Background: an optimization exercise with open tools, aiming at small area, a short achievable clock period and few clock cycles per item. Do not read the settings as production practice.
In this exercise RTL edits were held to simulation tests only and were not proved equivalent to the original.
Power is estimated from default activity; no workload was simulated.

Design mlp_coproc, start of the top module:
module mlp_coproc (
	input  logic        ACLK,
	input  logic        ARESETN,
	input  logic        s_axis_tvalid,
	input  logic [31:0] s_axis_tdata,
	output logic        s_axis_tready,
	output logic        m_axis_tvalid,
	output logic [31:0] m_axis_tdata,
	output logic        m_axis_tlast,
	input  logic        m_axis_tready
);
For scale: roughly 6000 cells after synthesis, about 71 I/O pins.
clock: 11.0 ns
lec_check: 0
abc_clock_period_in_ps: 3500
cap_margin: 20
core_margin: 2
core_utilization: 40
cts_cluster_diameter: 80
cts_cluster_size: 25
slew_margin: 20
standard.sh (not shown) runs the stock make flow with config.mk's settings and CLKGATE_MAP_FILE= SYNTH_SCRIPT=/design/flow/synth_recipe.tcl, a recipe that flattens the netlist after the stock synthesis.
==> flow/flow/run.sh <==
#!/bin/bash
set -euo pipefail
SETUP_MARGIN=7.2
bash standard.sh SETUP_SLACK_MARGIN=$SETUP_MARGIN finish > flow_standard.log 2>&1
The starting point completed without violations.
Testbench counts at the start, summed over its fixed seeds: cycles 18,584, frames 32.
Then changed:
==> flow/run.sh (new file) <==
#!/bin/bash
# synth_recipe.tcl (not shown) runs the flow's synth.tcl, then flattens the netlist and writes it again
# the make line also repeats each setting of config.mk as NAME=value (left out here)
make -C /OpenROAD-flow-scripts/flow DESIGN_CONFIG=/design/flow/config.mk WORK_HOME=/design/flow/orfs CLKGATE_MAP_FILE= SYNTH_SCRIPT=/design/flow/synth_recipe.tcl finish
SETUP_SLACK_MARGIN = 5   (was not set)
removed: flow/flow/run.sh
removed: flow/standard.sh
=> Synthesized cell count does not change; worst hold slack gets better by 0.010 ns; fmax drops by about a fifth; final cell count drops slightly; count of clock-buffer cells in the layout drops by 3; final area drops slightly; routed wire length drops slightly; sequential power barely changes.

---

Another version of the RTL of mlp_coproc (not shown whole).
Size in the first run: about 4200 flip-flops.
// mlp_coproc
module mlp_coproc (
	input  logic        ACLK,
	input  logic        ARESETN,
	input  logic        s_axis_tvalid,
	input  logic [31:0] s_axis_tdata,
	output logic        s_axis_tready,
	output logic        m_axis_tvalid,
	output logic [31:0] m_axis_tdata,
	output logic        m_axis_tlast,
	input  logic        m_axis_tready
);
	localparam int L   = in_words;
	localparam int TAP = L - 3;
	localparam int NQ = 4;
	localparam logic [9*NQ-1:0] QV = {9'd350, 9'd233, 9'd117, 9'd0};
	localparam logic [1:0] n_credits = 2'd3;
	function automatic logic [8:0] inc_mod(input logic [8:0] v);
		inc_mod = (v == 9'(L - 1)) ? 9'd0 : v + 9'd1;
	endfunction
	function automatic logic [7:0] sat_hi(input logic [acc_width-1:0] v);
		sat_hi = (|v[acc_width-1:16]) ? 8'hff : v[15:8];
	endfunction
	function automatic logic in_q(input logic [8:0] dd);
		in_q = 1'b0;
		for (int m = 0; m < NQ; m++) begin
  ...
==> flow/config.mk <==
export PLATFORM = sky130hd
export DESIGN_NAME = mlp_coproc
export DESIGN_NICKNAME = mlp_coproc
export VERILOG_FILES = /design/flow/design.v
export SDC_FILE = /design/flow/constraint.sdc
export NUM_CORES = 4
export LEC_CHECK = 0
export ABC_CLOCK_PERIOD_IN_PS = 3500
export CAP_MARGIN = 20
export CORE_MARGIN = 2
export CORE_UTILIZATION = 40
export CTS_CLUSTER_DIAMETER = 80
export CTS_CLUSTER_SIZE = 25
export SLEW_MARGIN = 20
==> flow/constraint.sdc <==
create_clock -name core_clock -period 11.0 [get_ports {ACLK}]
set_input_delay 2.2000 -clock core_clock [delete_from_list [all_inputs] [get_ports {ACLK}]]
set_output_delay 2.2000 -clock core_clock [all_outputs]
set_load 0.01 [all_outputs]
==> flow/flow/run.sh <==
#!/bin/bash
set -euo pipefail
SETUP_MARGIN=7.5
bash standard.sh SETUP_SLACK_MARGIN=$SETUP_MARGIN "BUFFER_PORTS_ARGS=-buffer_cell sky130_fd_sc_hd__buf_4" MATCH_CELL_FOOTPRINT=0 finish > flow_standard.log 2>&1
The starting point ran to the end with no violations.
Testbench counts at the start, summed over its fixed seeds: cycles 18,592, frames 32.
Edit:
==> flow/flow/run.sh (replaced) <==
#!/bin/bash
set -euo pipefail
SETUP_MARGIN=7.5
bash standard.sh SETUP_SLACK_MARGIN=$SETUP_MARGIN "BUFFER_PORTS_ARGS=-buffer_cell sky130_fd_sc_hd__buf_4" finish > flow_standard.log 2>&1
Effect:
- The changed run completed with no timing, DRC or antenna violations
- setup slack gains 0.0031 ns
- first-iteration DRC count shrinks by about 3.3%
- wire length is about the same

[what the ideal ports hide]
Ports are ideal in the flow. The routed layouts listed here were re-timed in OpenROAD. Step 1: set_driving_cell puts a clkbuf_16 on ACLK and a buf_2 on each other input, an assumption about the parent block. Step 2 adds t to the input delays and takes it off the output delays; t is the mean of the earliest and latest rising clock arrival at the registers after step 1. Input paths then give back, and output paths get back, about the clock's delay inside the block. Three values: ideal, step 1, step 2; two values: the first two.
run	shift t [ns]	setup slack, ns	worst slew at a driven data input, ns
the first run of note 1	0.909	7.225 / 7.225 / 6.525	0.07
the second run of note 1	0.911	6.207 / 6.207 / 6.207	0.06
the first run of note 2	0.896	7.397 / 7.315 / 6.789	0.09
the second run of note 2	0.897	7.400 / 7.318 / 6.789	0.09
After both steps every run listed still meets setup and hold. The setup slack of the first run of note 1, which loses most, moves by 0.000 ns with the drivers and by -0.700 ns with both steps.
